This is an optimization exercise on Yosys and OpenROAD, whose aim is small area and a short achievable clock period, not a production implementation. Where RTL was checked, it was by simulation tests only, not by an equivalence proof against the original. The RTL of run 2 was laid out without a check of its function. Power figures rest on the tool's default switching activity, not on a simulated workload.

<file path="design/flow/design.v">
module cic_iq_decim #(
  parameter int DIN_W    = 16,
  parameter int DOUT_W   = 16,
  parameter int STAGES   = 4,
  parameter int MAX_RATE = 16,
  parameter int GAIN_W   = 16,
  localparam int RATE_W  = $clog2(MAX_RATE + 1),
  localparam int ACC_W   = DIN_W + STAGES * $clog2(MAX_RATE),
  localparam int SHIFT_W = $clog2(ACC_W)
) (
  input  logic                     clk,
  input  logic                     rst,
  input  logic                     s_axis_data_tvalid,
  input  logic signed [DIN_W-1:0]  s_axis_data_tdata_real,
  input  logic signed [DIN_W-1:0]  s_axis_data_tdata_imag,
  input  logic                     cfg_load,
  input  logic [RATE_W-1:0]        cfg_rate,
  input  logic [SHIFT_W-1:0]       cfg_shift,
  input  logic [GAIN_W-1:0]        cfg_gain,
  output logic                     m_axis_data_tvalid,
  output logic signed [DOUT_W-1:0] m_axis_data_tdata_real,
  output logic signed [DOUT_W-1:0] m_axis_data_tdata_imag
);
  localparam int W   = 8;            
  localparam int L   = 32 / W;       
  localparam int NVV = L + 4;        
  localparam int NFV = L + 9;        
  logic [3:0]  rm1;                  
  logic [4:0]  shift_r;
  logic [15:0] gain_r;
  always_ff @(posedge clk) begin
    if (rst) begin
      rm1     <= 4'd1;
      shift_r <= '0;
      gain_r  <= 16'd16384;
    end else if (cfg_load) begin
      if (cfg_rate < 5'd2)
        rm1 <= 4'd1;
      else if (cfg_rate > 5'd16)
        rm1 <= 4'd15;
      else
        rm1 <= 4'(cfg_rate - 5'd1);
      shift_r <= cfg_shift;
      gain_r  <= cfg_gain;
    end
  end
  logic        flush_q;
  logic        v_q;
  logic [15:0] xr_q, xi_q, xi_d;
  always_ff @(posedge clk) begin
    flush_q <= rst | cfg_load;
    v_q     <= s_axis_data_tvalid;
    xr_q    <= s_axis_data_tvalid ? s_axis_data_tdata_real : 16'd0;
    xi_q    <= s_axis_data_tvalid ? s_axis_data_tdata_imag : 16'd0;
    xi_d    <= flush_q ? 16'd0 : xi_q;
  end
  logic [NVV-1:0] vv;
  assign vv[0] = v_q;
  always_ff @(posedge clk) begin
    if (flush_q) vv[NVV-1:1] <= '0;
    else         vv[NVV-1:1] <= vv[NVV-2:0];
  end
  logic [31:0] xd [2][L];
  assign xd[0][0] = {{16{xr_q[15]}}, xr_q};
  assign xd[1][0] = {{16{xi_d[15]}}, xi_d};
  always_ff @(posedge clk) begin
    for (int c = 0; c < 2; c++)
      for (int j = 1; j < L; j++)
        xd[c][j] <= flush_q ? 32'd0 : xd[c][j-1];
  end
  logic [W-1:0] integ  [2][4][L];
  logic         icar   [2][4][L];   
  logic [W:0]   isum   [2][4][L];
  always_comb begin
    for (int c = 0; c < 2; c++)
      for (int k = 0; k < 4; k++)
        for (int j = 0; j < L; j++)
          isum[c][k][j] = {1'b0, (k == 3 && fv[3 + j + c]) ? {W{1'b0}} : integ[c][k][j]}
                        + {1'b0, (k == 0) ? xd[c][j][j*W +: W]
                                          : (vv[k + j + c] ? integ[c][k-1][j] : {W{1'b0}})}
                        + (W+1)'((j == 0) ? 1'b0 : icar[c][k][j-1]);
  end
  always_ff @(posedge clk) begin
    for (int c = 0; c < 2; c++)
      for (int k = 0; k < 4; k++)
        for (int j = 0; j < L; j++) begin
          integ[c][k][j] <= flush_q ? {W{1'b0}} : isum[c][k][j][W-1:0];
          icar[c][k][j]  <= flush_q ? 1'b0 : isum[c][k][j][W];
        end
  end
  logic [3:0]     cnt;
  logic           fe;
  logic [NFV-1:0] fv;               
  assign fe = v_q & (cnt == rm1);
  always_ff @(posedge clk) begin
    if (flush_q) begin
      cnt <= '0;
      fv  <= '0;
    end else begin
      if (v_q)
        cnt <= fe ? 4'd0 : cnt + 4'd1;
      fv <= {fv[NFV-2:0], fe};
    end
  end
  logic [W-1:0] da  [1:3][L];       
  logic [W-1:0] db  [1:3][L];       
  logic         cbr [1:3][L];       
  logic [W-1:0] cin [1:4][L];       
  logic [W:0]   csum [1:3][L];
  logic [W-1:0] cmid [L];           
  always_comb begin
    for (int j = 0; j < L; j++) begin
      cin[1][j] = fv[4 + j] ? integ[1][3][j] : integ[0][3][j];
      cin[2][j] = cmid[j];
      for (int k = 1; k < 4; k++) begin
        csum[k][j] = {1'b0, cin[k][j]} + {1'b0, ~da[k][j]}
                   + (W+1)'((j == 0) ? 1'b1 : cbr[k][j-1]);
        if (k != 1)
          cin[k+1][j] = csum[k][j][W-1:0];
      end
    end
  end
  always_ff @(posedge clk) begin
    for (int j = 0; j < L; j++) begin
      cmid[j] <= csum[1][j][W-1:0];
      for (int k = 1; k < 4; k++) begin
        cbr[k][j] <= csum[k][j][W];
        if (flush_q) begin
          da[k][j] <= '0;
          db[k][j] <= '0;
        end else if (k < 2 ? (fv[3 + j] | fv[4 + j]) : (fv[4 + j] | fv[5 + j])) begin
          da[k][j] <= db[k][j];
          db[k][j] <= cin[k][j];
        end
      end
    end
  end
  logic [W-1:0] dsk [L][L];
  logic [31:0]  z;
  always_ff @(posedge clk) begin
    for (int j = 0; j < L; j++) begin
      dsk[j][0] <= cin[4][j];
      for (int d = 1; d < L - j; d++)
        dsk[j][d] <= dsk[j][d-1];
    end
  end
  always_comb
    for (int j = 0; j < L; j++)
      z[j*W +: W] = dsk[j][L-1-j];
  logic [30:0] ur;
  always_ff @(posedge clk)
    ur <= 31'(($signed({z, 1'b0})) >>> shift_r);
  logic [17:0] g3;
  always_ff @(posedge clk)
    g3 <= {2'b0, gain_r} + {1'b0, gain_r, 1'b0};
  logic bneg0, bs1_0, bs2_0, bs3_0, bs4_0;
  logic [17:0] bm0;
  logic bneg1, bs1_1, bs2_1, bs3_1, bs4_1;
  logic [17:0] bm1;
  logic bneg2, bs1_2, bs2_2, bs3_2, bs4_2;
  logic [17:0] bm2;
  logic bneg3, bs1_3, bs2_3, bs3_3, bs4_3;
  logic [17:0] bm3;
  logic bneg4, bs1_4, bs2_4, bs3_4, bs4_4;
  logic [17:0] bm4;
  logic bneg5, bs1_5, bs2_5, bs3_5, bs4_5;
  logic [17:0] bm5;
  logic bneg6, bs1_6, bs2_6, bs3_6, bs4_6;
  logic [17:0] bm6;
  logic bneg7, bs1_7, bs2_7, bs3_7, bs4_7;
  logic [17:0] bm7;
  logic bneg8, bs1_8, bs2_8, bs3_8, bs4_8;
  logic [17:0] bm8;
  logic bneg9, bs1_9, bs2_9, bs3_9, bs4_9;
  logic [17:0] bm9;
  logic ma0_s1, ma0_c2;
  logic ma0_s3, ma0_c4;
  logic ma0_s5, ma0_c6;
  logic ma0_s7, ma0_c8;
  logic ma0_s9, ma0_c10;
  logic ma0_s11, ma0_c12;
  logic ma0_s13, ma0_c14;
  logic ma0_s15, ma0_c16;
  logic ma0_s17, ma0_c18;
  logic ma0_s19, ma0_c20;
  logic ma0_s21, ma0_c22;
  logic ma0_s23, ma0_c24;
  logic ma0_s25, ma0_c26;
  logic ma0_s27, ma0_c28;
  logic ma0_s29, ma0_c30;
  logic ma0_s31, ma0_c32;
  logic ma0_s33, ma0_c34;
  logic ma0_s35, ma0_c36;
  logic ma0_s37, ma0_c38;
  logic ma0_s39, ma0_c40;
  logic ma0_s41, ma0_c42;
  logic ma0_s43, ma0_c44;
  logic ma0_s45, ma0_c46;
  logic ma0_s47, ma0_c48;
  logic ma0_s49, ma0_c50;
  logic ma0_s51, ma0_c52;
  logic ma0_s53, ma0_c54;
  logic ma1_s55, ma1_c56;
  logic ma1_s57, ma1_c58;
  logic ma1_s59, ma1_c60;
  logic ma1_s61, ma1_c62;
  logic ma1_s63, ma1_c64;
  logic ma1_s65, ma1_c66;
  logic ma1_s67, ma1_c68;
  logic ma1_s69, ma1_c70;
  logic ma1_s71, ma1_c72;
  logic ma1_s73, ma1_c74;
  logic ma1_s75, ma1_c76;
  logic ma1_s77, ma1_c78;
  logic ma1_s79, ma1_c80;
  logic ma1_s81, ma1_c82;
  logic ma1_s83, ma1_c84;
  logic ma1_s85, ma1_c86;
  logic ma1_s87, ma1_c88;
  logic ma1_s89, ma1_c90;
  logic ma1_s91, ma1_c92;
  logic ma1_s93, ma1_c94;
  logic ma1_s95, ma1_c96;
  logic ma1_s97, ma1_c98;
  logic ma1_s99, ma1_c100;
  logic ma1_s101, ma1_c102;
  logic ma1_s103, ma1_c104;
  logic ma1_s105, ma1_c106;
  logic ma1_s107, ma1_c108;
  logic ma1_s109, ma1_c110;
  logic ma1_s111, ma1_c112;
  logic ma1_s113, ma1_c114;
  logic ma1_s115, ma1_c116;
  logic ma1_s117, ma1_c118;
  logic ma1_s119, ma1_c120;
  logic ma1_s121, ma1_c122;
  logic ma1_s123, ma1_c124;
  logic ma1_s125, ma1_c126;
  logic ma1_s127, ma1_c128;
  logic ma1_s129, ma1_c130;
  logic ma1_s131, ma1_c132;
  logic [29:0] mr0;
  logic [29:0] mr1;
  logic [29:0] mr2;
  logic [29:0] mr3;
  logic mb0_s133, mb0_c134;
  logic mb0_s135, mb0_c136;
  logic mb0_s137, mb0_c138;
  logic mb0_s139, mb0_c140;
  logic mb0_s141, mb0_c142;
  logic mb0_s143, mb0_c144;
  logic mb0_s145, mb0_c146;
  logic mb0_s147, mb0_c148;
  logic mb0_s149, mb0_c150;
  logic mb0_s151, mb0_c152;
  logic mb0_s153, mb0_c154;
  logic mb0_s155, mb0_c156;
  logic mb0_s157, mb0_c158;
  logic mb0_s159, mb0_c160;
  logic mb0_s161, mb0_c162;
  logic mb0_s163, mb0_c164;
  logic mb0_s165, mb0_c166;
  logic mb0_s167, mb0_c168;
  logic mb0_s169, mb0_c170;
  logic mb0_s171, mb0_c172;
  logic mb0_s173, mb0_c174;
  logic mb0_s175, mb0_c176;
  logic mb0_s177, mb0_c178;
  logic mb0_s179, mb0_c180;
  logic mb1_s181, mb1_c182;
  logic mb1_s183, mb1_c184;
  logic mb1_s185, mb1_c186;
  logic mb1_s187, mb1_c188;
  logic mb1_s189, mb1_c190;
  logic mb1_s191, mb1_c192;
  logic mb1_s193, mb1_c194;
  logic mb1_s195, mb1_c196;
  logic mb1_s197, mb1_c198;
  logic mb1_s199, mb1_c200;
  logic mb1_s201, mb1_c202;
  logic mb1_s203, mb1_c204;
  logic mb1_s205, mb1_c206;
  logic mb1_s207, mb1_c208;
  logic mb1_s209, mb1_c210;
  logic mb1_s211, mb1_c212;
  logic mb1_s213, mb1_c214;
  logic mb1_s215, mb1_c216;
  logic mb1_s217, mb1_c218;
  logic mb1_s219, mb1_c220;
  logic mb1_s221, mb1_c222;
  logic mb1_s223, mb1_c224;
  logic mb1_s225, mb1_c226;
  logic mb1_s227, mb1_c228;
  logic mb1_s229, mb1_c230;
  logic mb1_s231, mb1_c232;
  logic mb1_s233, mb1_c234;
  logic [29:0] mx, my;
  logic [14:0] plo;
  logic [15:0] mxh, myh, p;
  logic        pc14;
  assign bneg0 = ur[3];
  assign bs1_0 = ur[3] ? (ur[2] & (ur[1] ^ ur[0])) : (~ur[2] & (ur[1] ^ ur[0]));
  assign bs2_0 = (~ur[2] & ur[1] & ur[0]) | (ur[2] & ~ur[1] & ~ur[0]);
  assign bs3_0 = ur[3] ? (~ur[2] & (ur[1] ^ ur[0])) : (ur[2] & (ur[1] ^ ur[0]));
  assign bs4_0 = ur[3] ? (~ur[2] & ~ur[1] & ~ur[0]) : (ur[2] & ur[1] & ur[0]);
  assign bm0 = (({18{bs1_0}} & {2'b0, gain_r}) | ({18{bs2_0}} & {1'b0, gain_r, 1'b0}) | ({18{bs3_0}} & g3) | ({18{bs4_0}} & {gain_r, 2'b0})) ^ {18{bneg0}};
  assign bneg1 = ur[6];
  assign bs1_1 = ur[6] ? (ur[5] & (ur[4] ^ ur[3])) : (~ur[5] & (ur[4] ^ ur[3]));
  assign bs2_1 = (~ur[5] & ur[4] & ur[3]) | (ur[5] & ~ur[4] & ~ur[3]);
  assign bs3_1 = ur[6] ? (~ur[5] & (ur[4] ^ ur[3])) : (ur[5] & (ur[4] ^ ur[3]));
  assign bs4_1 = ur[6] ? (~ur[5] & ~ur[4] & ~ur[3]) : (ur[5] & ur[4] & ur[3]);
  assign bm1 = (({18{bs1_1}} & {2'b0, gain_r}) | ({18{bs2_1}} & {1'b0, gain_r, 1'b0}) | ({18{bs3_1}} & g3) | ({18{bs4_1}} & {gain_r, 2'b0})) ^ {18{bneg1}};
  assign bneg2 = ur[9];
  assign bs1_2 = ur[9] ? (ur[8] & (ur[7] ^ ur[6])) : (~ur[8] & (ur[7] ^ ur[6]));
  assign bs2_2 = (~ur[8] & ur[7] & ur[6]) | (ur[8] & ~ur[7] & ~ur[6]);
  assign bs3_2 = ur[9] ? (~ur[8] & (ur[7] ^ ur[6])) : (ur[8] & (ur[7] ^ ur[6]));
  assign bs4_2 = ur[9] ? (~ur[8] & ~ur[7] & ~ur[6]) : (ur[8] & ur[7] & ur[6]);
  assign bm2 = (({18{bs1_2}} & {2'b0, gain_r}) | ({18{bs2_2}} & {1'b0, gain_r, 1'b0}) | ({18{bs3_2}} & g3) | ({18{bs4_2}} & {gain_r, 2'b0})) ^ {18{bneg2}};
  assign bneg3 = ur[12];
  assign bs1_3 = ur[12] ? (ur[11] & (ur[10] ^ ur[9])) : (~ur[11] & (ur[10] ^ ur[9]));
  assign bs2_3 = (~ur[11] & ur[10] & ur[9]) | (ur[11] & ~ur[10] & ~ur[9]);
  assign bs3_3 = ur[12] ? (~ur[11] & (ur[10] ^ ur[9])) : (ur[11] & (ur[10] ^ ur[9]));
  assign bs4_3 = ur[12] ? (~ur[11] & ~ur[10] & ~ur[9]) : (ur[11] & ur[10] & ur[9]);
  assign bm3 = (({18{bs1_3}} & {2'b0, gain_r}) | ({18{bs2_3}} & {1'b0, gain_r, 1'b0}) | ({18{bs3_3}} & g3) | ({18{bs4_3}} & {gain_r, 2'b0})) ^ {18{bneg3}};
  assign bneg4 = ur[15];
  assign bs1_4 = ur[15] ? (ur[14] & (ur[13] ^ ur[12])) : (~ur[14] & (ur[13] ^ ur[12]));
  assign bs2_4 = (~ur[14] & ur[13] & ur[12]) | (ur[14] & ~ur[13] & ~ur[12]);
  assign bs3_4 = ur[15] ? (~ur[14] & (ur[13] ^ ur[12])) : (ur[14] & (ur[13] ^ ur[12]));
  assign bs4_4 = ur[15] ? (~ur[14] & ~ur[13] & ~ur[12]) : (ur[14] & ur[13] & ur[12]);
  assign bm4 = (({18{bs1_4}} & {2'b0, gain_r}) | ({18{bs2_4}} & {1'b0, gain_r, 1'b0}) | ({18{bs3_4}} & g3) | ({18{bs4_4}} & {gain_r, 2'b0})) ^ {18{bneg4}};
  assign bneg5 = ur[18];
  assign bs1_5 = ur[18] ? (ur[17] & (ur[16] ^ ur[15])) : (~ur[17] & (ur[16] ^ ur[15]));
  assign bs2_5 = (~ur[17] & ur[16] & ur[15]) | (ur[17] & ~ur[16] & ~ur[15]);
  assign bs3_5 = ur[18] ? (~ur[17] & (ur[16] ^ ur[15])) : (ur[17] & (ur[16] ^ ur[15]));
  assign bs4_5 = ur[18] ? (~ur[17] & ~ur[16] & ~ur[15]) : (ur[17] & ur[16] & ur[15]);
  assign bm5 = (({18{bs1_5}} & {2'b0, gain_r}) | ({18{bs2_5}} & {1'b0, gain_r, 1'b0}) | ({18{bs3_5}} & g3) | ({18{bs4_5}} & {gain_r, 2'b0})) ^ {18{bneg5}};
  assign bneg6 = ur[21];
  assign bs1_6 = ur[21] ? (ur[20] & (ur[19] ^ ur[18])) : (~ur[20] & (ur[19] ^ ur[18]));
  assign bs2_6 = (~ur[20] & ur[19] & ur[18]) | (ur[20] & ~ur[19] & ~ur[18]);
  assign bs3_6 = ur[21] ? (~ur[20] & (ur[19] ^ ur[18])) : (ur[20] & (ur[19] ^ ur[18]));
  assign bs4_6 = ur[21] ? (~ur[20] & ~ur[19] & ~ur[18]) : (ur[20] & ur[19] & ur[18]);
  assign bm6 = (({18{bs1_6}} & {2'b0, gain_r}) | ({18{bs2_6}} & {1'b0, gain_r, 1'b0}) | ({18{bs3_6}} & g3) | ({18{bs4_6}} & {gain_r, 2'b0})) ^ {18{bneg6}};
  assign bneg7 = ur[24];
  assign bs1_7 = ur[24] ? (ur[23] & (ur[22] ^ ur[21])) : (~ur[23] & (ur[22] ^ ur[21]));
  assign bs2_7 = (~ur[23] & ur[22] & ur[21]) | (ur[23] & ~ur[22] & ~ur[21]);
  assign bs3_7 = ur[24] ? (~ur[23] & (ur[22] ^ ur[21])) : (ur[23] & (ur[22] ^ ur[21]));
  assign bs4_7 = ur[24] ? (~ur[23] & ~ur[22] & ~ur[21]) : (ur[23] & ur[22] & ur[21]);
  assign bm7 = (({18{bs1_7}} & {2'b0, gain_r}) | ({18{bs2_7}} & {1'b0, gain_r, 1'b0}) | ({18{bs3_7}} & g3) | ({18{bs4_7}} & {gain_r, 2'b0})) ^ {18{bneg7}};
  assign bneg8 = ur[27];
  assign bs1_8 = ur[27] ? (ur[26] & (ur[25] ^ ur[24])) : (~ur[26] & (ur[25] ^ ur[24]));
  assign bs2_8 = (~ur[26] & ur[25] & ur[24]) | (ur[26] & ~ur[25] & ~ur[24]);
  assign bs3_8 = ur[27] ? (~ur[26] & (ur[25] ^ ur[24])) : (ur[26] & (ur[25] ^ ur[24]));
  assign bs4_8 = ur[27] ? (~ur[26] & ~ur[25] & ~ur[24]) : (ur[26] & ur[25] & ur[24]);
  assign bm8 = (({18{bs1_8}} & {2'b0, gain_r}) | ({18{bs2_8}} & {1'b0, gain_r, 1'b0}) | ({18{bs3_8}} & g3) | ({18{bs4_8}} & {gain_r, 2'b0})) ^ {18{bneg8}};
  assign bneg9 = ur[30];
  assign bs1_9 = ur[30] ? (ur[29] & (ur[28] ^ ur[27])) : (~ur[29] & (ur[28] ^ ur[27]));
  assign bs2_9 = (~ur[29] & ur[28] & ur[27]) | (ur[29] & ~ur[28] & ~ur[27]);
  assign bs3_9 = ur[30] ? (~ur[29] & (ur[28] ^ ur[27])) : (ur[29] & (ur[28] ^ ur[27]));
  assign bs4_9 = ur[30] ? (~ur[29] & ~ur[28] & ~ur[27]) : (ur[29] & ur[28] & ur[27]);
  assign bm9 = (({18{bs1_9}} & {2'b0, gain_r}) | ({18{bs2_9}} & {1'b0, gain_r, 1'b0}) | ({18{bs3_9}} & g3) | ({18{bs4_9}} & {gain_r, 2'b0})) ^ {18{bneg9}};
  assign ma0_s1 = bm0[15] ^ bm1[12];
  assign ma0_c2 = bm0[15] & bm1[12];
  assign ma0_s3 = bm0[16] ^ bm1[13];
  assign ma0_c4 = bm0[16] & bm1[13];
  assign ma0_s5 = bm0[17] ^ bm1[14];
  assign ma0_c6 = bm0[17] & bm1[14];
  assign ma0_s7 = ~bneg0 ^ bm1[15] ^ bm2[12];
  assign ma0_c8 = (~bneg0 & bm1[15]) | (~bneg0 & bm2[12]) | (bm1[15] & bm2[12]);
  assign ma0_s9 = bm3[9] ^ bm4[6] ^ bm5[3];
  assign ma0_c10 = (bm3[9] & bm4[6]) | (bm3[9] & bm5[3]) | (bm4[6] & bm5[3]);
  assign ma0_s11 = bm1[16] ^ bm2[13] ^ bm3[10];
  assign ma0_c12 = (bm1[16] & bm2[13]) | (bm1[16] & bm3[10]) | (bm2[13] & bm3[10]);
  assign ma0_s13 = bm4[7] ^ bm5[4];
  assign ma0_c14 = bm4[7] & bm5[4];
  assign ma0_s15 = bm1[17] ^ bm2[14] ^ bm3[11];
  assign ma0_c16 = (bm1[17] & bm2[14]) | (bm1[17] & bm3[11]) | (bm2[14] & bm3[11]);
  assign ma0_s17 = bm4[8] ^ bm5[5];
  assign ma0_c18 = bm4[8] & bm5[5];
  assign ma0_s19 = ~bneg1 ^ bm2[15] ^ bm3[12];
  assign ma0_c20 = (~bneg1 & bm2[15]) | (~bneg1 & bm3[12]) | (bm2[15] & bm3[12]);
  assign ma0_s21 = bm4[9] ^ bm5[6] ^ bm6[3];
  assign ma0_c22 = (bm4[9] & bm5[6]) | (bm4[9] & bm6[3]) | (bm5[6] & bm6[3]);
  assign ma0_s23 = bm2[16] ^ bm3[13] ^ bm4[10];
  assign ma0_c24 = (bm2[16] & bm3[13]) | (bm2[16] & bm4[10]) | (bm3[13] & bm4[10]);
  assign ma0_s25 = bm5[7] ^ bm6[4];
  assign ma0_c26 = bm5[7] & bm6[4];
  assign ma0_s27 = bm2[17] ^ bm3[14] ^ bm4[11];
  assign ma0_c28 = (bm2[17] & bm3[14]) | (bm2[17] & bm4[11]) | (bm3[14] & bm4[11]);
  assign ma0_s29 = bm5[8] ^ bm6[5];
  assign ma0_c30 = bm5[8] & bm6[5];
  assign ma0_s31 = ~bneg2 ^ bm3[15] ^ bm4[12];
  assign ma0_c32 = (~bneg2 & bm3[15]) | (~bneg2 & bm4[12]) | (bm3[15] & bm4[12]);
  assign ma0_s33 = bm5[9] ^ bm6[6] ^ bm7[3];
  assign ma0_c34 = (bm5[9] & bm6[6]) | (bm5[9] & bm7[3]) | (bm6[6] & bm7[3]);
  assign ma0_s35 = bm3[16] ^ bm4[13] ^ bm5[10];
  assign ma0_c36 = (bm3[16] & bm4[13]) | (bm3[16] & bm5[10]) | (bm4[13] & bm5[10]);
  assign ma0_s37 = bm6[7] ^ bm7[4];
  assign ma0_c38 = bm6[7] & bm7[4];
  assign ma0_s39 = bm3[17] ^ bm4[14] ^ bm5[11];
  assign ma0_c40 = (bm3[17] & bm4[14]) | (bm3[17] & bm5[11]) | (bm4[14] & bm5[11]);
  assign ma0_s41 = bm6[8] ^ bm7[5];
  assign ma0_c42 = bm6[8] & bm7[5];
  assign ma0_s43 = ~bneg3 ^ bm4[15] ^ bm5[12];
  assign ma0_c44 = (~bneg3 & bm4[15]) | (~bneg3 & bm5[12]) | (bm4[15] & bm5[12]);
  assign ma0_s45 = bm6[9] ^ bm7[6] ^ bm8[3];
  assign ma0_c46 = (bm6[9] & bm7[6]) | (bm6[9] & bm8[3]) | (bm7[6] & bm8[3]);
  assign ma0_s47 = bm4[16] ^ bm5[13] ^ bm6[10];
  assign ma0_c48 = (bm4[16] & bm5[13]) | (bm4[16] & bm6[10]) | (bm5[13] & bm6[10]);
  assign ma0_s49 = bm7[7] ^ bm8[4];
  assign ma0_c50 = bm7[7] & bm8[4];
  assign ma0_s51 = bm4[17] ^ bm5[14] ^ bm6[11];
  assign ma0_c52 = (bm4[17] & bm5[14]) | (bm4[17] & bm6[11]) | (bm5[14] & bm6[11]);
  assign ma0_s53 = bm7[8] ^ bm8[5];
  assign ma0_c54 = bm7[8] & bm8[5];
  assign ma1_s55 = bm0[9] ^ bm1[6];
  assign ma1_c56 = bm0[9] & bm1[6];
  assign ma1_s57 = bm0[10] ^ bm1[7];
  assign ma1_c58 = bm0[10] & bm1[7];
  assign ma1_s59 = bm0[11] ^ bm1[8];
  assign ma1_c60 = bm0[11] & bm1[8];
  assign ma1_s61 = bm0[12] ^ bm1[9] ^ bm2[6];
  assign ma1_c62 = (bm0[12] & bm1[9]) | (bm0[12] & bm2[6]) | (bm1[9] & bm2[6]);
  assign ma1_s63 = bm3[3] ^ bm4[0];
  assign ma1_c64 = bm3[3] & bm4[0];
  assign ma1_s65 = bm0[13] ^ bm1[10] ^ bm2[7];
  assign ma1_c66 = (bm0[13] & bm1[10]) | (bm0[13] & bm2[7]) | (bm1[10] & bm2[7]);
  assign ma1_s67 = bm3[4] ^ bm4[1] ^ 1'b1;
  assign ma1_c68 = (bm3[4] & bm4[1]) | (bm3[4] & 1'b1) | (bm4[1] & 1'b1);
  assign ma1_s69 = bm0[14] ^ bm1[11] ^ bm2[8];
  assign ma1_c70 = (bm0[14] & bm1[11]) | (bm0[14] & bm2[8]) | (bm1[11] & bm2[8]);
  assign ma1_s71 = bm3[5] ^ bm4[2];
  assign ma1_c72 = bm3[5] & bm4[2];
  assign ma1_s73 = ma0_s1 ^ bm2[9] ^ bm3[6];
  assign ma1_c74 = (ma0_s1 & bm2[9]) | (ma0_s1 & bm3[6]) | (bm2[9] & bm3[6]);
  assign ma1_s75 = bm4[3] ^ bm5[0] ^ bneg5;
  assign ma1_c76 = (bm4[3] & bm5[0]) | (bm4[3] & bneg5) | (bm5[0] & bneg5);
  assign ma1_s77 = ma0_s3 ^ bm2[10] ^ bm3[7];
  assign ma1_c78 = (ma0_s3 & bm2[10]) | (ma0_s3 & bm3[7]) | (bm2[10] & bm3[7]);
  assign ma1_s79 = bm4[4] ^ bm5[1] ^ ma0_c2;
  assign ma1_c80 = (bm4[4] & bm5[1]) | (bm4[4] & ma0_c2) | (bm5[1] & ma0_c2);
  assign ma1_s81 = ma0_s5 ^ bm2[11] ^ bm3[8];
  assign ma1_c82 = (ma0_s5 & bm2[11]) | (ma0_s5 & bm3[8]) | (bm2[11] & bm3[8]);
  assign ma1_s83 = bm4[5] ^ bm5[2] ^ ma0_c4;
  assign ma1_c84 = (bm4[5] & bm5[2]) | (bm4[5] & ma0_c4) | (bm5[2] & ma0_c4);
  assign ma1_s85 = ma0_s7 ^ ma0_s9 ^ bm6[0];
  assign ma1_c86 = (ma0_s7 & ma0_s9) | (ma0_s7 & bm6[0]) | (ma0_s9 & bm6[0]);
  assign ma1_s87 = bneg6 ^ 1'b1 ^ ma0_c6;
  assign ma1_c88 = (bneg6 & 1'b1) | (bneg6 & ma0_c6) | (1'b1 & ma0_c6);
  assign ma1_s89 = ma0_s11 ^ ma0_s13 ^ bm6[1];
  assign ma1_c90 = (ma0_s11 & ma0_s13) | (ma0_s11 & bm6[1]) | (ma0_s13 & bm6[1]);
  assign ma1_s91 = 1'b1 ^ ma0_c8 ^ ma0_c10;
  assign ma1_c92 = (1'b1 & ma0_c8) | (1'b1 & ma0_c10) | (ma0_c8 & ma0_c10);
  assign ma1_s93 = ma0_s15 ^ ma0_s17 ^ bm6[2];
  assign ma1_c94 = (ma0_s15 & ma0_s17) | (ma0_s15 & bm6[2]) | (ma0_s17 & bm6[2]);
  assign ma1_s95 = 1'b1 ^ ma0_c12 ^ ma0_c14;
  assign ma1_c96 = (1'b1 & ma0_c12) | (1'b1 & ma0_c14) | (ma0_c12 & ma0_c14);
  assign ma1_s97 = ma0_s19 ^ ma0_s21 ^ bm7[0];
  assign ma1_c98 = (ma0_s19 & ma0_s21) | (ma0_s19 & bm7[0]) | (ma0_s21 & bm7[0]);
  assign ma1_s99 = bneg7 ^ ma0_c16 ^ ma0_c18;
  assign ma1_c100 = (bneg7 & ma0_c16) | (bneg7 & ma0_c18) | (ma0_c16 & ma0_c18);
  assign ma1_s101 = ma0_s23 ^ ma0_s25 ^ bm7[1];
  assign ma1_c102 = (ma0_s23 & ma0_s25) | (ma0_s23 & bm7[1]) | (ma0_s25 & bm7[1]);
  assign ma1_s103 = 1'b1 ^ ma0_c20 ^ ma0_c22;
  assign ma1_c104 = (1'b1 & ma0_c20) | (1'b1 & ma0_c22) | (ma0_c20 & ma0_c22);
  assign ma1_s105 = ma0_s27 ^ ma0_s29 ^ bm7[2];
  assign ma1_c106 = (ma0_s27 & ma0_s29) | (ma0_s27 & bm7[2]) | (ma0_s29 & bm7[2]);
  assign ma1_s107 = 1'b1 ^ ma0_c24 ^ ma0_c26;
  assign ma1_c108 = (1'b1 & ma0_c24) | (1'b1 & ma0_c26) | (ma0_c24 & ma0_c26);
  assign ma1_s109 = ma0_s31 ^ ma0_s33 ^ bm8[0];
  assign ma1_c110 = (ma0_s31 & ma0_s33) | (ma0_s31 & bm8[0]) | (ma0_s33 & bm8[0]);
  assign ma1_s111 = bneg8 ^ ma0_c28 ^ ma0_c30;
  assign ma1_c112 = (bneg8 & ma0_c28) | (bneg8 & ma0_c30) | (ma0_c28 & ma0_c30);
  assign ma1_s113 = ma0_s35 ^ ma0_s37 ^ bm8[1];
  assign ma1_c114 = (ma0_s35 & ma0_s37) | (ma0_s35 & bm8[1]) | (ma0_s37 & bm8[1]);
  assign ma1_s115 = 1'b1 ^ ma0_c32 ^ ma0_c34;
  assign ma1_c116 = (1'b1 & ma0_c32) | (1'b1 & ma0_c34) | (ma0_c32 & ma0_c34);
  assign ma1_s117 = ma0_s39 ^ ma0_s41 ^ bm8[2];
  assign ma1_c118 = (ma0_s39 & ma0_s41) | (ma0_s39 & bm8[2]) | (ma0_s41 & bm8[2]);
  assign ma1_s119 = 1'b1 ^ ma0_c36 ^ ma0_c38;
  assign ma1_c120 = (1'b1 & ma0_c36) | (1'b1 & ma0_c38) | (ma0_c36 & ma0_c38);
  assign ma1_s121 = ma0_s43 ^ ma0_s45 ^ bm9[0];
  assign ma1_c122 = (ma0_s43 & ma0_s45) | (ma0_s43 & bm9[0]) | (ma0_s45 & bm9[0]);
  assign ma1_s123 = bneg9 ^ ma0_c40 ^ ma0_c42;
  assign ma1_c124 = (bneg9 & ma0_c40) | (bneg9 & ma0_c42) | (ma0_c40 & ma0_c42);
  assign ma1_s125 = ma0_s47 ^ ma0_s49 ^ bm9[1];
  assign ma1_c126 = (ma0_s47 & ma0_s49) | (ma0_s47 & bm9[1]) | (ma0_s49 & bm9[1]);
  assign ma1_s127 = 1'b1 ^ ma0_c44 ^ ma0_c46;
  assign ma1_c128 = (1'b1 & ma0_c44) | (1'b1 & ma0_c46) | (ma0_c44 & ma0_c46);
  assign ma1_s129 = ma0_s51 ^ ma0_s53 ^ bm9[2];
  assign ma1_c130 = (ma0_s51 & ma0_s53) | (ma0_s51 & bm9[2]) | (ma0_s53 & bm9[2]);
  assign ma1_s131 = 1'b1 ^ ma0_c48 ^ ma0_c50;
  assign ma1_c132 = (1'b1 & ma0_c48) | (1'b1 & ma0_c50) | (ma0_c48 & ma0_c50);
  assign mb0_s133 = mr0[6] ^ mr1[6];
  assign mb0_c134 = mr0[6] & mr1[6];
  assign mb0_s135 = mr0[7] ^ mr1[7];
  assign mb0_c136 = mr0[7] & mr1[7];
  assign mb0_s137 = mr0[8] ^ mr1[8];
  assign mb0_c138 = mr0[8] & mr1[8];
  assign mb0_s139 = mr0[9] ^ mr1[9] ^ mr2[9];
  assign mb0_c140 = (mr0[9] & mr1[9]) | (mr0[9] & mr2[9]) | (mr1[9] & mr2[9]);
  assign mb0_s141 = mr0[10] ^ mr1[10] ^ mr2[10];
  assign mb0_c142 = (mr0[10] & mr1[10]) | (mr0[10] & mr2[10]) | (mr1[10] & mr2[10]);
  assign mb0_s143 = mr0[11] ^ mr1[11] ^ mr2[11];
  assign mb0_c144 = (mr0[11] & mr1[11]) | (mr0[11] & mr2[11]) | (mr1[11] & mr2[11]);
  assign mb0_s145 = mr0[12] ^ mr1[12] ^ mr2[12];
  assign mb0_c146 = (mr0[12] & mr1[12]) | (mr0[12] & mr2[12]) | (mr1[12] & mr2[12]);
  assign mb0_s147 = mr0[13] ^ mr1[13] ^ mr2[13];
  assign mb0_c148 = (mr0[13] & mr1[13]) | (mr0[13] & mr2[13]) | (mr1[13] & mr2[13]);
  assign mb0_s149 = mr0[14] ^ mr1[14] ^ mr2[14];
  assign mb0_c150 = (mr0[14] & mr1[14]) | (mr0[14] & mr2[14]) | (mr1[14] & mr2[14]);
  assign mb0_s151 = mr0[15] ^ mr1[15] ^ mr2[15];
  assign mb0_c152 = (mr0[15] & mr1[15]) | (mr0[15] & mr2[15]) | (mr1[15] & mr2[15]);
  assign mb0_s153 = mr0[16] ^ mr1[16] ^ mr2[16];
  assign mb0_c154 = (mr0[16] & mr1[16]) | (mr0[16] & mr2[16]) | (mr1[16] & mr2[16]);
  assign mb0_s155 = mr0[17] ^ mr1[17] ^ mr2[17];
  assign mb0_c156 = (mr0[17] & mr1[17]) | (mr0[17] & mr2[17]) | (mr1[17] & mr2[17]);
  assign mb0_s157 = mr0[18] ^ mr1[18] ^ mr2[18];
  assign mb0_c158 = (mr0[18] & mr1[18]) | (mr0[18] & mr2[18]) | (mr1[18] & mr2[18]);
  assign mb0_s159 = mr0[19] ^ mr1[19] ^ mr2[19];
  assign mb0_c160 = (mr0[19] & mr1[19]) | (mr0[19] & mr2[19]) | (mr1[19] & mr2[19]);
  assign mb0_s161 = mr0[20] ^ mr1[20] ^ mr2[20];
  assign mb0_c162 = (mr0[20] & mr1[20]) | (mr0[20] & mr2[20]) | (mr1[20] & mr2[20]);
  assign mb0_s163 = mr0[21] ^ mr1[21] ^ mr2[21];
  assign mb0_c164 = (mr0[21] & mr1[21]) | (mr0[21] & mr2[21]) | (mr1[21] & mr2[21]);
  assign mb0_s165 = mr0[22] ^ mr1[22] ^ mr2[22];
  assign mb0_c166 = (mr0[22] & mr1[22]) | (mr0[22] & mr2[22]) | (mr1[22] & mr2[22]);
  assign mb0_s167 = mr0[23] ^ mr1[23] ^ mr2[23];
  assign mb0_c168 = (mr0[23] & mr1[23]) | (mr0[23] & mr2[23]) | (mr1[23] & mr2[23]);
  assign mb0_s169 = mr0[24] ^ mr1[24] ^ mr2[24];
  assign mb0_c170 = (mr0[24] & mr1[24]) | (mr0[24] & mr2[24]) | (mr1[24] & mr2[24]);
  assign mb0_s171 = mr0[25] ^ mr1[25] ^ mr2[25];
  assign mb0_c172 = (mr0[25] & mr1[25]) | (mr0[25] & mr2[25]) | (mr1[25] & mr2[25]);
  assign mb0_s173 = mr0[26] ^ mr1[26] ^ mr2[26];
  assign mb0_c174 = (mr0[26] & mr1[26]) | (mr0[26] & mr2[26]) | (mr1[26] & mr2[26]);
  assign mb0_s175 = mr0[27] ^ mr1[27] ^ mr2[27];
  assign mb0_c176 = (mr0[27] & mr1[27]) | (mr0[27] & mr2[27]) | (mr1[27] & mr2[27]);
  assign mb0_s177 = mr0[28] ^ mr1[28] ^ mr2[28];
  assign mb0_c178 = (mr0[28] & mr1[28]) | (mr0[28] & mr2[28]) | (mr1[28] & mr2[28]);
  assign mb0_s179 = mr0[29] ^ mr1[29] ^ mr2[29];
  assign mb0_c180 = (mr0[29] & mr1[29]) | (mr0[29] & mr2[29]) | (mr1[29] & mr2[29]);
  assign mb1_s181 = mr0[3] ^ mr1[3];
  assign mb1_c182 = mr0[3] & mr1[3];
  assign mb1_s183 = mr0[4] ^ mr1[4];
  assign mb1_c184 = mr0[4] & mr1[4];
  assign mb1_s185 = mr0[5] ^ mr1[5];
  assign mb1_c186 = mr0[5] & mr1[5];
  assign mb1_s187 = mb0_s133 ^ mr2[6] ^ mr3[6];
  assign mb1_c188 = (mb0_s133 & mr2[6]) | (mb0_s133 & mr3[6]) | (mr2[6] & mr3[6]);
  assign mb1_s189 = mb0_s135 ^ mr2[7] ^ mb0_c134;
  assign mb1_c190 = (mb0_s135 & mr2[7]) | (mb0_s135 & mb0_c134) | (mr2[7] & mb0_c134);
  assign mb1_s191 = mb0_s137 ^ mr2[8] ^ mb0_c136;
  assign mb1_c192 = (mb0_s137 & mr2[8]) | (mb0_s137 & mb0_c136) | (mr2[8] & mb0_c136);
  assign mb1_s193 = mb0_s139 ^ mr3[9] ^ mb0_c138;
  assign mb1_c194 = (mb0_s139 & mr3[9]) | (mb0_s139 & mb0_c138) | (mr3[9] & mb0_c138);
  assign mb1_s195 = mb0_s141 ^ mr3[10] ^ mb0_c140;
  assign mb1_c196 = (mb0_s141 & mr3[10]) | (mb0_s141 & mb0_c140) | (mr3[10] & mb0_c140);
  assign mb1_s197 = mb0_s143 ^ mr3[11] ^ mb0_c142;
  assign mb1_c198 = (mb0_s143 & mr3[11]) | (mb0_s143 & mb0_c142) | (mr3[11] & mb0_c142);
  assign mb1_s199 = mb0_s145 ^ mr3[12] ^ mb0_c144;
  assign mb1_c200 = (mb0_s145 & mr3[12]) | (mb0_s145 & mb0_c144) | (mr3[12] & mb0_c144);
  assign mb1_s201 = mb0_s147 ^ mr3[13] ^ mb0_c146;
  assign mb1_c202 = (mb0_s147 & mr3[13]) | (mb0_s147 & mb0_c146) | (mr3[13] & mb0_c146);
  assign mb1_s203 = mb0_s149 ^ mr3[14] ^ mb0_c148;
  assign mb1_c204 = (mb0_s149 & mr3[14]) | (mb0_s149 & mb0_c148) | (mr3[14] & mb0_c148);
  assign mb1_s205 = mb0_s151 ^ mr3[15] ^ mb0_c150;
  assign mb1_c206 = (mb0_s151 & mr3[15]) | (mb0_s151 & mb0_c150) | (mr3[15] & mb0_c150);
  assign mb1_s207 = mb0_s153 ^ mr3[16] ^ mb0_c152;
  assign mb1_c208 = (mb0_s153 & mr3[16]) | (mb0_s153 & mb0_c152) | (mr3[16] & mb0_c152);
  assign mb1_s209 = mb0_s155 ^ mr3[17] ^ mb0_c154;
  assign mb1_c210 = (mb0_s155 & mr3[17]) | (mb0_s155 & mb0_c154) | (mr3[17] & mb0_c154);
  assign mb1_s211 = mb0_s157 ^ mr3[18] ^ mb0_c156;
  assign mb1_c212 = (mb0_s157 & mr3[18]) | (mb0_s157 & mb0_c156) | (mr3[18] & mb0_c156);
  assign mb1_s213 = mb0_s159 ^ mr3[19] ^ mb0_c158;
  assign mb1_c214 = (mb0_s159 & mr3[19]) | (mb0_s159 & mb0_c158) | (mr3[19] & mb0_c158);
  assign mb1_s215 = mb0_s161 ^ mr3[20] ^ mb0_c160;
  assign mb1_c216 = (mb0_s161 & mr3[20]) | (mb0_s161 & mb0_c160) | (mr3[20] & mb0_c160);
  assign mb1_s217 = mb0_s163 ^ mr3[21] ^ mb0_c162;
  assign mb1_c218 = (mb0_s163 & mr3[21]) | (mb0_s163 & mb0_c162) | (mr3[21] & mb0_c162);
  assign mb1_s219 = mb0_s165 ^ mr3[22] ^ mb0_c164;
  assign mb1_c220 = (mb0_s165 & mr3[22]) | (mb0_s165 & mb0_c164) | (mr3[22] & mb0_c164);
  assign mb1_s221 = mb0_s167 ^ mr3[23] ^ mb0_c166;
  assign mb1_c222 = (mb0_s167 & mr3[23]) | (mb0_s167 & mb0_c166) | (mr3[23] & mb0_c166);
  assign mb1_s223 = mb0_s169 ^ mr3[24] ^ mb0_c168;
  assign mb1_c224 = (mb0_s169 & mr3[24]) | (mb0_s169 & mb0_c168) | (mr3[24] & mb0_c168);
  assign mb1_s225 = mb0_s171 ^ mr3[25] ^ mb0_c170;
  assign mb1_c226 = (mb0_s171 & mr3[25]) | (mb0_s171 & mb0_c170) | (mr3[25] & mb0_c170);
  assign mb1_s227 = mb0_s173 ^ mr3[26] ^ mb0_c172;
  assign mb1_c228 = (mb0_s173 & mr3[26]) | (mb0_s173 & mb0_c172) | (mr3[26] & mb0_c172);
  assign mb1_s229 = mb0_s175 ^ mr3[27] ^ mb0_c174;
  assign mb1_c230 = (mb0_s175 & mr3[27]) | (mb0_s175 & mb0_c174) | (mr3[27] & mb0_c174);
  assign mb1_s231 = mb0_s177 ^ mr3[28] ^ mb0_c176;
  assign mb1_c232 = (mb0_s177 & mr3[28]) | (mb0_s177 & mb0_c176) | (mr3[28] & mb0_c176);
  assign mb1_s233 = mb0_s179 ^ mr3[29] ^ mb0_c178;
  assign mb1_c234 = (mb0_s179 & mr3[29]) | (mb0_s179 & mb0_c178) | (mr3[29] & mb0_c178);
  assign mx[0] = mr0[0];
  assign my[0] = mr1[0];
  assign mx[1] = mr0[1];
  assign my[1] = 1'b0;
  assign mx[2] = mr0[2];
  assign my[2] = 1'b0;
  assign mx[3] = mb1_s181;
  assign my[3] = mr2[3];
  assign mx[4] = mb1_s183;
  assign my[4] = mb1_c182;
  assign mx[5] = mb1_s185;
  assign my[5] = mb1_c184;
  assign mx[6] = mb1_s187;
  assign my[6] = mb1_c186;
  assign mx[7] = mb1_s189;
  assign my[7] = mb1_c188;
  assign mx[8] = mb1_s191;
  assign my[8] = mb1_c190;
  assign mx[9] = mb1_s193;
  assign my[9] = mb1_c192;
  assign mx[10] = mb1_s195;
  assign my[10] = mb1_c194;
  assign mx[11] = mb1_s197;
  assign my[11] = mb1_c196;
  assign mx[12] = mb1_s199;
  assign my[12] = mb1_c198;
  assign mx[13] = mb1_s201;
  assign my[13] = mb1_c200;
  assign mx[14] = mb1_s203;
  assign my[14] = mb1_c202;
  assign mx[15] = mb1_s205;
  assign my[15] = mb1_c204;
  assign mx[16] = mb1_s207;
  assign my[16] = mb1_c206;
  assign mx[17] = mb1_s209;
  assign my[17] = mb1_c208;
  assign mx[18] = mb1_s211;
  assign my[18] = mb1_c210;
  assign mx[19] = mb1_s213;
  assign my[19] = mb1_c212;
  assign mx[20] = mb1_s215;
  assign my[20] = mb1_c214;
  assign mx[21] = mb1_s217;
  assign my[21] = mb1_c216;
  assign mx[22] = mb1_s219;
  assign my[22] = mb1_c218;
  assign mx[23] = mb1_s221;
  assign my[23] = mb1_c220;
  assign mx[24] = mb1_s223;
  assign my[24] = mb1_c222;
  assign mx[25] = mb1_s225;
  assign my[25] = mb1_c224;
  assign mx[26] = mb1_s227;
  assign my[26] = mb1_c226;
  assign mx[27] = mb1_s229;
  assign my[27] = mb1_c228;
  assign mx[28] = mb1_s231;
  assign my[28] = mb1_c230;
  assign mx[29] = mb1_s233;
  assign my[29] = mb1_c232;
  assign plo = {1'b0, mx[13:0]} + {1'b0, my[13:0]};
  assign p = mxh + myh + 16'(pc14);
  always_ff @(posedge clk) begin
    mr0[0] <= bm0[0];
    mr1[0] <= bneg0;
    mr2[0] <= 1'b0;
    mr3[0] <= 1'b0;
    mr0[1] <= bm0[1];
    mr1[1] <= 1'b0;
    mr2[1] <= 1'b0;
    mr3[1] <= 1'b0;
    mr0[2] <= bm0[2];
    mr1[2] <= 1'b0;
    mr2[2] <= 1'b0;
    mr3[2] <= 1'b0;
    mr0[3] <= bm0[3];
    mr1[3] <= bm1[0];
    mr2[3] <= bneg1;
    mr3[3] <= 1'b0;
    mr0[4] <= bm0[4];
    mr1[4] <= bm1[1];
    mr2[4] <= 1'b0;
    mr3[4] <= 1'b0;
    mr0[5] <= bm0[5];
    mr1[5] <= bm1[2];
    mr2[5] <= 1'b0;
    mr3[5] <= 1'b0;
    mr0[6] <= bm0[6];
    mr1[6] <= bm1[3];
    mr2[6] <= bm2[0];
    mr3[6] <= bneg2;
    mr0[7] <= bm0[7];
    mr1[7] <= bm1[4];
    mr2[7] <= bm2[1];
    mr3[7] <= 1'b0;
    mr0[8] <= bm0[8];
    mr1[8] <= bm1[5];
    mr2[8] <= bm2[2];
    mr3[8] <= 1'b0;
    mr0[9] <= ma1_s55;
    mr1[9] <= bm2[3];
    mr2[9] <= bm3[0];
    mr3[9] <= bneg3;
    mr0[10] <= ma1_s57;
    mr1[10] <= bm2[4];
    mr2[10] <= bm3[1];
    mr3[10] <= ma1_c56;
    mr0[11] <= ma1_s59;
    mr1[11] <= bm2[5];
    mr2[11] <= bm3[2];
    mr3[11] <= ma1_c58;
    mr0[12] <= ma1_s61;
    mr1[12] <= ma1_s63;
    mr2[12] <= bneg4;
    mr3[12] <= ma1_c60;
    mr0[13] <= ma1_s65;
    mr1[13] <= ma1_s67;
    mr2[13] <= ma1_c62;
    mr3[13] <= ma1_c64;
    mr0[14] <= ma1_s69;
    mr1[14] <= ma1_s71;
    mr2[14] <= ma1_c66;
    mr3[14] <= ma1_c68;
    mr0[15] <= ma1_s73;
    mr1[15] <= ma1_s75;
    mr2[15] <= ma1_c70;
    mr3[15] <= ma1_c72;
    mr0[16] <= ma1_s77;
    mr1[16] <= ma1_s79;
    mr2[16] <= ma1_c74;
    mr3[16] <= ma1_c76;
    mr0[17] <= ma1_s81;
    mr1[17] <= ma1_s83;
    mr2[17] <= ma1_c78;
    mr3[17] <= ma1_c80;
    mr0[18] <= ma1_s85;
    mr1[18] <= ma1_s87;
    mr2[18] <= ma1_c82;
    mr3[18] <= ma1_c84;
    mr0[19] <= ma1_s89;
    mr1[19] <= ma1_s91;
    mr2[19] <= ma1_c86;
    mr3[19] <= ma1_c88;
    mr0[20] <= ma1_s93;
    mr1[20] <= ma1_s95;
    mr2[20] <= ma1_c90;
    mr3[20] <= ma1_c92;
    mr0[21] <= ma1_s97;
    mr1[21] <= ma1_s99;
    mr2[21] <= ma1_c94;
    mr3[21] <= ma1_c96;
    mr0[22] <= ma1_s101;
    mr1[22] <= ma1_s103;
    mr2[22] <= ma1_c98;
    mr3[22] <= ma1_c100;
    mr0[23] <= ma1_s105;
    mr1[23] <= ma1_s107;
    mr2[23] <= ma1_c102;
    mr3[23] <= ma1_c104;
    mr0[24] <= ma1_s109;
    mr1[24] <= ma1_s111;
    mr2[24] <= ma1_c106;
    mr3[24] <= ma1_c108;
    mr0[25] <= ma1_s113;
    mr1[25] <= ma1_s115;
    mr2[25] <= ma1_c110;
    mr3[25] <= ma1_c112;
    mr0[26] <= ma1_s117;
    mr1[26] <= ma1_s119;
    mr2[26] <= ma1_c114;
    mr3[26] <= ma1_c116;
    mr0[27] <= ma1_s121;
    mr1[27] <= ma1_s123;
    mr2[27] <= ma1_c118;
    mr3[27] <= ma1_c120;
    mr0[28] <= ma1_s125;
    mr1[28] <= ma1_s127;
    mr2[28] <= ma1_c122;
    mr3[28] <= ma1_c124;
    mr0[29] <= ma1_s129;
    mr1[29] <= ma1_s131;
    mr2[29] <= ma1_c126;
    mr3[29] <= ma1_c128;
    mxh <= mx[29:14];
    myh <= my[29:14];
    pc14 <= plo[14];
  end
  always_ff @(posedge clk) begin
    if (fv[L + 7])
      m_axis_data_tdata_real <= p;
    m_axis_data_tdata_imag <= p;
    m_axis_data_tvalid <= fv[L + 8] & ~flush_q & ~rst & ~cfg_load;
  end
endmodule
</file>
<file path="design/flow/flow/run.sh">
#!/bin/bash
# Standard ORFS layout, with repair_timing asked to reach a larger setup slack than the
# constraint needs (the SDC is unchanged). Each tool's output stays in orfs/logs/.
set -euo pipefail
cd "$(dirname "$0")/.."
export SETUP_SLACK_MARGIN=${MARGIN:-6.4}
bash standard.sh > standard.log 2>&1
</file>
<file path="design/flow/standard.sh">
#!/bin/bash
# synth_recipe.tcl (not shown) runs the flow's synth.tcl, then flattens the netlist and writes it again
# the make line also repeats each setting of config.mk as NAME=value (left out here)
make -C /OpenROAD-flow-scripts/flow DESIGN_CONFIG=/design/flow/config.mk WORK_HOME=/design/flow/orfs CLKGATE_MAP_FILE= SYNTH_SCRIPT=/design/flow/synth_recipe.tcl "${@:-finish}"
</file>
<file path="design/flow/config.mk">
export PLATFORM = sky130hd
export DESIGN_NAME = cic_iq_decim
export DESIGN_NICKNAME = cic_iq_decim
export VERILOG_FILES = /design/flow/design.v
export SDC_FILE = /design/flow/constraint.sdc
export NUM_CORES = 4
export LEC_CHECK = 0
export ABC_AREA = 1
export CAP_MARGIN = 20
export CORE_MARGIN = 2
export CORE_UTILIZATION = 40
export SLEW_MARGIN = 20
</file>
<file path="design/flow/constraint.sdc">
create_clock -name core_clock -period 9.5 [get_ports {clk}]
set_input_delay 1.9000 -clock core_clock [delete_from_list [all_inputs] [get_ports {clk}]]
set_output_delay 1.9000 -clock core_clock [all_outputs]
set_load 0.01 [all_outputs]
</file>
==> summary.md, run 1 <==
| Metric | Value |
|---|---|
| Placer congestion estimate | `0.923` |
| Setup TNS | `0 ns` |
| Post-DP HPWL | `~82000 um` |
| Total die area | `~0.13 mm2` |
| Via density per instance | `4.93` |
| First-pass GRT wire length | `roughly 190000 um` |
| Count of pins over their slew limit | `0` |
| Top-level I/O count | `95` |
| Total global routing track utilization | `18.0%` |
| Maximum buffer depth of the clock tree | `3` |
| Period minus WS final | `around 3.1 ns` |
| Syn_area_per_cell | `8.00 um2` |
| Post-route fraction of the period consumed by the critical path | `32.7%` |
| Net count reported at finish | `6788` |
| Highest attainable clock frequency | `322 MHz` |
| Setup repair after global routing missed its margin | `yes` |
| Antenna violations before repair | `2` |
| Launching element of the worst setup path | `m_axis_data_tdata_real[10]` |
| Clock skew after layout | `approximately 0.057 ns` |
| Diode insertion count for antenna repair | `0` |
| Total clock buffers created by CTS | `100` |
| Power per cell area | `210 mW/mm2` |
| Share of synthesized flip-flops with an asynchronous set or reset | `0%` |
| Count of flip-flops with a built-in enable after synthesis | `16` |
| Pin count of the biggest net entering global routing | `165` |
| Effective utilization at floorplan | `between 40% and 50%` |
| Final wirelength | `114000 um` |
| Clk Latency, worst-skew pair | `0.71 ns` |
| Distinct cells, synth | `60` |
| Overall die width | `355 um` |
| CP cell instances | `buf_2` |
| Cell type with the highest aggregate area in the netlist | `sky130_fd_sc_hd__dfxtp_1` |
| Slowest cell on crit path | `sky130_fd_sc_hd__edfxtp_1` |
| Fraction of layout cells with a size suffix above 1 | `6.21%` |
| Final core utilization | `45.2%` |
| Cell family with the largest share of critical-path delay | `flip-flops` |
| First DRT Iteration DRCs | `~2300` |
| Cell types occupying the most area after synthesis | `sky130_fd_sc_hd__dfxtp_1, sky130_fd_sc_hd__ha_1, sky130_fd_sc_hd__inv_1` |
| Total design power | `11600 uW` |
| Clock tree from TritonCTS | `built` |
| Cells after synthesis | `between 6000 and 7000` |
| Hold WC Path Type | `flip-flop to flip-flop` |
| Number of global-route vias before repair | `37600` |
| Clock transition at path regs | `0.06 ns` |
| Global-route congestion overflow total | `0` |
| Req. time, crit path | `7.60 ns` |
| Number of nets produced by synthesis | `6778` |
| Yosys warnings | `12` |
| Clock Tree Root | `sky130_fd_sc_hd__clkbuf_16` |
| DRC violation count after routing | `0` |
| Number of buffers added on ports | `94` |
| Largest incremental delay on the critical path | `0.36 ns` |
| Netlist area before placement | `0.0494 mm2` |
| Result of the run | `timing/DRC/antenna clean` |
| R2R depth | `7` |
| Hold violation count in the final report | `0` |
| FF-to-FF End | `mr0[25]` |
| Setup violators final | `0` |
| Worst setup slack for register-to-register paths | `~6.5 ns` |
| Count of standard-cell rows | `128` |
| Critical Path Source Type | `flip-flop` |
| Headroom to the max-slew limit | `28.0%` |
| Crit end category | `primary output` |
| Buffers plus inverters on the worst setup path | `1` |
| Die boundary height | `~360 um` |
| Number of H-tree levels | `3` |
| Dominant synthesized flop cell | `sky130_fd_sc_hd__dfxtp_1` |
| Share of the yosys chip area belonging to registers | `approximately two fifths` |
| Top fanout value on the critical path | `1` |
| Share of Yosys cell area claimed by the top area cell type | `37.1%` |
| Floorplan core area | `0.122 mm2` |
| Number of vias in the routed layout | `38900` |
| Critical path class | `flip-flop to primary output` |
| Routed wire length per instance | `14.4 um` |
| Leakage dissipation | `between 0.02 and 0.03 uW` |
| Synth-to-Final Area Change | `11.8%` |
| Critical path depth | `1` |
| First drt pass iteration count | `6` |
| CTS sink count | `932` |
| Actual transition at the worst max-transition pin | `roughly 1.1 ns` |
| Maximum vdd drop | `0.199 mV` |
| Total of flip-flops plus latches after synthesis | `just over 900` |
| Launch instance of the worst register-to-register path | `gain_r[12]` |
| Number of routed nets with antenna violations | `0` |
| Arrival time of data at the critical path endpoint | `1.21 ns` |
| Critical Path End | `m_axis_data_tdata_real[10]` |
| Max cap viols | `0` |
-- routing by layer --
layer  wire length (um)  global-route usage, %
met5                  0                      0
met2              54400                   32.2
met4               4670                   7.15
met1              49400                   21.4
met3               5560                   2.82
-- cell usage after synthesis (all sizes together), types with 11 or more instances --
cell type	count
nand2	900
o21ai	647
nor2	542
o31ai	14
dfxtp	916
o21bai	18
inv	1031
fa	160
edfxtp	16
a21o	33
nand4	28
buf	73
clkbuf	160
a221oi	52
o21a	13
ha	382
a21oi	527
o22ai	173
a31oi	33
o211ai	17
xor2	223
nand3	128
xnor2	29
nor3	11
-- placed cells by master (no fill, tap or decap), drive strengths merged, types with 39 or more instances in the layout --
| cell | netlist | layout |
|---|---|---|
| ha | 382 | 382 |
| nor2 | 542 | 542 |
| a221oi | 52 | 52 |
| fa | 160 | 160 |
| clkbuf | 160 | 135 |
| nand2 | 900 | 900 |
| inv | 1031 | 1030 |
| o22ai | 173 | 173 |
| clkdlybuf4s50 | 0 | 61 |
| clkinv | 8 | 39 |
| buf | 73 | 79 |
| dfxtp | 916 | 916 |
| xor2 | 223 | 223 |
| o21ai | 647 | 647 |
| a21oi | 527 | 527 |
| nand3 | 128 | 128 |
-- kinds of logic after synthesis --
kind of cell	synth area share (%)
and+or+nand+nor	13.1
AOI/OAI and AO/OA	17.9
buffers and inverters	10.1
DFF	38.1
adders and majority gates	16.2
xor gates and xnor gates	4.47
muxes	0.101
-- how the worst min path moves through the flow --
| stage | start | endpoint | cells after the start |
|---|---|---|---|
| after global placement | dsk[5][3] | dsk[6][3] | 0 |
| after global routing | dsk[2][7] | dsk[3][7] | 0 |
| after floorplan | dsk[0][0] | dsk[1][0] | 0 |
| after detailed placement | dsk[0][6] | dsk[1][6] | 0 |
| final | dsk[2][5] | dsk[3][5] | 0 |
| after CTS | dsk[5][0] | dsk[6][0] | 0 |
-- state kept, by name, summed over array words and instances (netlist names), 16 cells and up --
signal / cells
db: 96
myh: 16
xi_q: 16
ur: 31
xr_q: 16
da: 96
integ: 256
xi_d: 16
mxh: 16
mr1: 28
gain_r: 16
dsk: 80
m_axis_data_tdata_imag: 16
cmid: 32
g3: 18
m_axis_data_tdata_real: 16
mr0: 30
mr3: 22
icar: 24
mr2: 25
xd: 20
-- layout make-up --
| type | count | area, um2 |
|---|---|---|
| Clock buffer | 135 | 2880 |
| Clock inverter | 51 | 658 |
| Fill cell | 12200 | 67000 |
| Inverter | 1039 | 3950 |
| Multi-Input combinational cell | 3970 | 25600 |
| Sequential cell | 932 | 18800 |
| Tap cell | 1625 | 2030 |
| Timing Repair Buffer | 140 | 1190 |
| Timing Repair inverter | 1 | 5.00 |
-- repair_timing --
item | 4_1_cts | 5_1_grt
hold buffers | 0 | 0
buffers inserted | 5 | 9
cloned | 0 | 1
pin swaps | 1 | 5
gates resized for setup | 142 | 40
endpoints found under the setup margin | 74 | 54
-- stage by stage --
stage	hold WS, ns	worst slack [ns]	cell area, um2	instances
finish	0.325	6.39	55200	7893
floorplan	0.310	6.79	49400	6174
detailed placement	0.312	5.64	51500	7690
global placement	0.310	5.67	51500	7690
global route	0.330	6.33	55200	7893
CTS	0.326	6.22	55000	7881
-- where the power goes --
group	switching, uW	internal [uW]	leakage, uW	total (uW)
sequential	281	4410	0.00761	4690
clock	1680	2400	0.00173	4080
combinational	1720	1080	0.0165	2800
total	3690	7890	0.0259	11600
==> inputs of run 2 (changes only) <==
--- a/design/flow/design.v
+++ b/design/flow/design.v
@@ -779,9 +779,10 @@
     myh <= my[29:14];
     pc14 <= plo[14];
   end
+  logic [15:0] p_hold;
   always_ff @(posedge clk) begin
-    if (fv[L + 7])
-      m_axis_data_tdata_real <= p;
+    p_hold <= p;
+    m_axis_data_tdata_real <= p_hold;
     m_axis_data_tdata_imag <= p;
     m_axis_data_tvalid <= fv[L + 8] & ~flush_q & ~rst & ~cfg_load;
   end
==> design/flow/flow/run.sh (replaced) <==
#!/bin/bash
# Standard ORFS layout, with repair_timing asked to reach a larger setup slack than the
# constraint needs (the SDC is unchanged). Each tool's output stays in orfs/logs/.
set -euo pipefail
cd "$(dirname "$0")/.."
export SETUP_SLACK_MARGIN=${MARGIN:-6.5}
bash standard.sh > standard.log 2>&1
==> run 2 against run 1 <==
Still clean on timing, DRC and antenna. Routed wire length is 3.8% higher. Register-to-register slack better by 0.06 ns. Final cell count is 0.92% higher. Combinational power is 6% higher. Hold slack hardly changed. Power is 1.3% higher. Non-clock buffer count is 30 higher. Global-route usage is 0.79 points higher. Sequential power is 1% higher. Die area is 0.13% lower. Worst setup slack better by 0.061 ns.
==> summary.md, run 2 <==
| Metric | Value |
|---|---|
| Result of the run | `timing/DRC/antenna clean` |
| Floorplan core area | `0.122 mm2 (-0.13%)` |
| First DRT Iteration DRCs | `2537 (+11%)` |
| Most congested layer reported by global routing | `met2` |
| Cells after synthesis | `6228 (+0.87%)` |
| Most frequent cells in the layout | `sky130_fd_sc_hd__inv_1, sky130_fd_sc_hd__nand2_1, sky130_fd_sc_hd__dfxtp_1` |
| Total clock buffers created by CTS | `101 (+1.0%)` |
| Effective utilization at floorplan | `40.4% (about the same)` |
| DRC violation count after routing | `0 (unchanged)` |
| Hold WC Path Type | `flip-flop to flip-flop` |
| Met2 track utilization from global routing | `32.6% (+0.46 points)` |
| Req. time, crit path | `7.60 ns (about the same)` |
| GRT met3 Usage | `3.13% (+0.31 points)` |
| Highest attainable clock frequency | `328 MHz (+2.0%)` |
| Area of the multi-input gates | `0.0258 mm2 (+0.54%)` |
| Registers with the most flip-flops | `integ: 256 flops, da: 96 flops, db: 96 flops` |
| Share of the yosys chip area belonging to registers | `37.8% (-0.27 points)` |
| Arrival time of data at the critical path endpoint | `1.15 ns (-0.06 ns)` |
| Max cap viols | `0 (unchanged)` |
| Count of standard-cell rows | `128 (unchanged)` |
| Worst hold margin | `0.325 ns (-0.000297 ns)` |
| Maximum vdd drop | `0.209 mV (+5.2%)` |
| Number of buffers added on ports | `94 (unchanged)` |
| Diode insertion count for antenna repair | `0 (unchanged)` |
| Number of filler cells placed in the layout | `12200 (+0.58%)` |
| Net count reported at finish | `6871 (+1.2%)` |
| Number of routed nets with antenna violations | `0 (unchanged)` |
| Cell family with the largest share of critical-path delay | `flip-flops` |
| Slowest cell on crit path | `sky130_fd_sc_hd__dfxtp_2` |
| Synth-to-Final Area Change | `12.7%` |
| Netlist area before placement | `0.0493 mm2 (-0.13%)` |
| Headroom to the max-slew limit | `30.0% (+2.0 points)` |
| PnR worst setup slack | `6.45 ns (+0.0612 ns)` |
| Hold violation count in the final report | `0 (unchanged)` |
| Clock skew after layout | `0.0203 ns (-0.0363 ns)` |
| Total global routing track utilization | `18.8% (+0.79 points)` |
| Area used by sequential logic in the layout | `0.0187 mm2 (-0.62%)` |
| Critical Path Source Type | `flip-flop` |
| First-pass GRT wire length | `194000 um (+3.3%)` |
| Die boundary height | `355 um (about the same)` |
| Number of vias in the routed layout | `39400 (+1.3%)` |
| Actual transition at the worst max-transition pin | `1.05 ns (-0.0303 ns)` |
| Most common cell in the netlist | `sky130_fd_sc_hd__inv_1` |
| Total die area | `0.126 mm2 (-0.13%)` |
| Cell type with the highest aggregate area in the netlist | `sky130_fd_sc_hd__dfxtp_1` |
| Most common cell after layout, fill and taps aside | `sky130_fd_sc_hd__inv_1` |
| Syn_area_per_cell | `7.92 um2 (-1.0%)` |
| Top-level I/O count | `95 (unchanged)` |
| Number of cells in the finished layout apart from fillers | `7966 (+0.92%)` |
| Pin count of the biggest net entering global routing | `159 (-3.6%)` |
| Final wirelength | `118000 um (+3.8%)` |
| Largest incremental delay on the critical path | `0.36 ns (about the same)` |
| Setup repair after global routing missed its margin | `yes` |
| Maximum buffer depth of the clock tree | `3 (unchanged)` |
| Clk Latency, worst-skew pair | `0.70 ns (about the same)` |
| Fraction of layout cells with a size suffix above 1 | `6.84% (+0.64 points)` |
| Leakage dissipation | `0.0261 uW (+0.92%)` |
| Distinct cells, synth | `58 (-3.3%)` |
| Clock transition at path regs | `0.06 ns (about the same)` |
| CTS sink count | `932 (unchanged)` |
| Post-placement cell count | `7742 (+0.68%)` |
| Met1 track demand over resource in global routing | `23.0% (+1.5 points)` |
| Overall die width | `355 um (about the same)` |
| Number of nets produced by synthesis | `6832 (+0.80%)` |
| Total design power | `11700 uW (+1.3%)` |
| Share of synthesized flip-flops with an asynchronous set or reset | `0% (unchanged)` |
| Period minus WS final | `3.05 ns (-0.0612 ns)` |
| CP cell instances | `buf_6` |
| Count of pins over their slew limit | `0 (unchanged)` |
| Buffers plus inverters on the worst setup path | `1 (unchanged)` |
| Number of H-tree levels | `3 (unchanged)` |
| Largest register FFs | `256 (unchanged)` |
| Number of global-route vias before repair | `37800 (+0.67%)` |
| Dominant synthesized flop cell | `sky130_fd_sc_hd__dfxtp_1` |
| First drt pass iteration count | `5 (-1)` |
| DP Worst Slack | `5.69 ns (+0.0410 ns)` |
| Power per cell area | `211 mW/mm2 (+0.66%)` |
| Share of Yosys cell area claimed by the top area cell type | `37.8% (+0.70 points)` |
| Via density per instance | `4.95 (+0.40%)` |
| Clock Tree Root | `sky130_fd_sc_hd__clkbuf_16` |
| Placer congestion estimate | `0.936 (+1.5%)` |
| Cell types occupying the most area after synthesis | `sky130_fd_sc_hd__dfxtp_1, sky130_fd_sc_hd__ha_1, sky130_fd_sc_hd__inv_1` |
| Count of hold-fix buffers inserted at cts | `0 (unchanged)` |
| Routed wire length per instance | `14.9 um (+2.9%)` |
| Largest reg by FF count | `integ` |
| Setup TNS | `0 ns (unchanged)` |
| Clock tree from TritonCTS | `built` |
| Crit end category | `primary output` |
| Global-route congestion overflow total | `0 (unchanged)` |
| Count of flip-flops with a built-in enable after synthesis | `0 (-16)` |
| Antenna violations before repair | `3 (+1)` |
| Setup violators final | `0 (unchanged)` |
| Post-DP HPWL | `85000 um (+3.1%)` |
| Critical path class | `flip-flop to primary output` |
| Top fanout value on the critical path | `2 (+1)` |
| Most used standard cells in the synthesized netlist | `sky130_fd_sc_hd__inv_1, sky130_fd_sc_hd__dfxtp_1, sky130_fd_sc_hd__nand2_1, sky130_fd_sc_hd__o21ai_0, sky130_fd_sc_hd__nor2_1` |
| Yosys warnings | `12 (unchanged)` |
| Post-route fraction of the period consumed by the critical path | `32.1% (-0.64 points)` |
| Total of flip-flops plus latches after synthesis | `932 (unchanged)` |
## run 2: cell types whose count changed after synthesis, moves of 6 or more
cell / before / now
sky130_fd_sc_hd__a21oi_1: 527 / 518
sky130_fd_sc_hd__nand2_1: 883 / 929
sky130_fd_sc_hd__nor2_1: 526 / 539
sky130_fd_sc_hd__edfxtp_1: 16 / 0
sky130_fd_sc_hd__buf_4: 17 / 11
sky130_fd_sc_hd__o221ai_1: 4 / 11
sky130_fd_sc_hd__clkbuf_1: 160 / 173
sky130_fd_sc_hd__inv_1: 1008 / 1027
sky130_fd_sc_hd__dfxtp_1: 916 / 932
sky130_fd_sc_hd__a21o_1: 33 / 26
## run 2: cells by family after synthesis
kind of cell	after synthesis	synth area share, %
and+or+nand+nor	1677	13.6
AOI/OAI and AO/OA	1534	17.7
buffers and inverters	1288	10.2
DFF	932	37.8
adders and majority gates	542	16.2
xor gates and xnor gates	250	4.44
muxes	5	0.102
## run 2: path summary, 6_finish.rpt
kind / start / endpoint / slack [ns] / cells past startpoint
setup / recovery: p_hold[9] / m_axis_data_tdata_imag[9] / 6.45 / 1
hold / removal: dsk[8][4] / dsk[9][4] / 0.33 / 0
setup reg to reg: gain_r[10] / mr0[23] / 6.51 / 7
hold reg to reg: dsk[8][4] / dsk[9][4] / 0.33 / 0
## run 2: layout make-up
type	count	share of cell area, %
multi-input cells	4008	46.4
flip-flops and latches	932	33.7
inverters	1053	7.24
clock buffers	140	5.25
well taps	1625	3.66
repair buffers	170	2.85
clock inverters	37	0.903
repair inverters	1	0.00901
## run 2: through the flow
stage	instance area, um2	utilization (%)
floorplan	49300	-
global placement	51500	42.2
detailed placement	51500	42.2
CTS	55100	45.2
global route	55600	45.5
finish	55600	45.5
## run 2: where the power goes
group          total (uW)  leakage (uW)  switching, uW  internal [uW]
Clock                4020       0.00168           1630           2390
Combinational        2970        0.0168           1770           1210
Sequential           4740       0.00761            327           4410
## run 2: timing repair
item	in CTS	in global routing
gates resized for setup	202	57
gates cloned	1	0
pin swaps	3	11
endpoints found under the setup margin	92	80
buffers inserted	19	27
## run 2: routing by layer
| metal | wire, um | share of wire (%) |
|---|---|---|
| met5 | 0 | 0 |
| met2 | 56000 | 47 |
| met1 | 51000 | 43 |
| met3 | 6240 | 5.3 |
| met4 | 5120 | 4.3 |
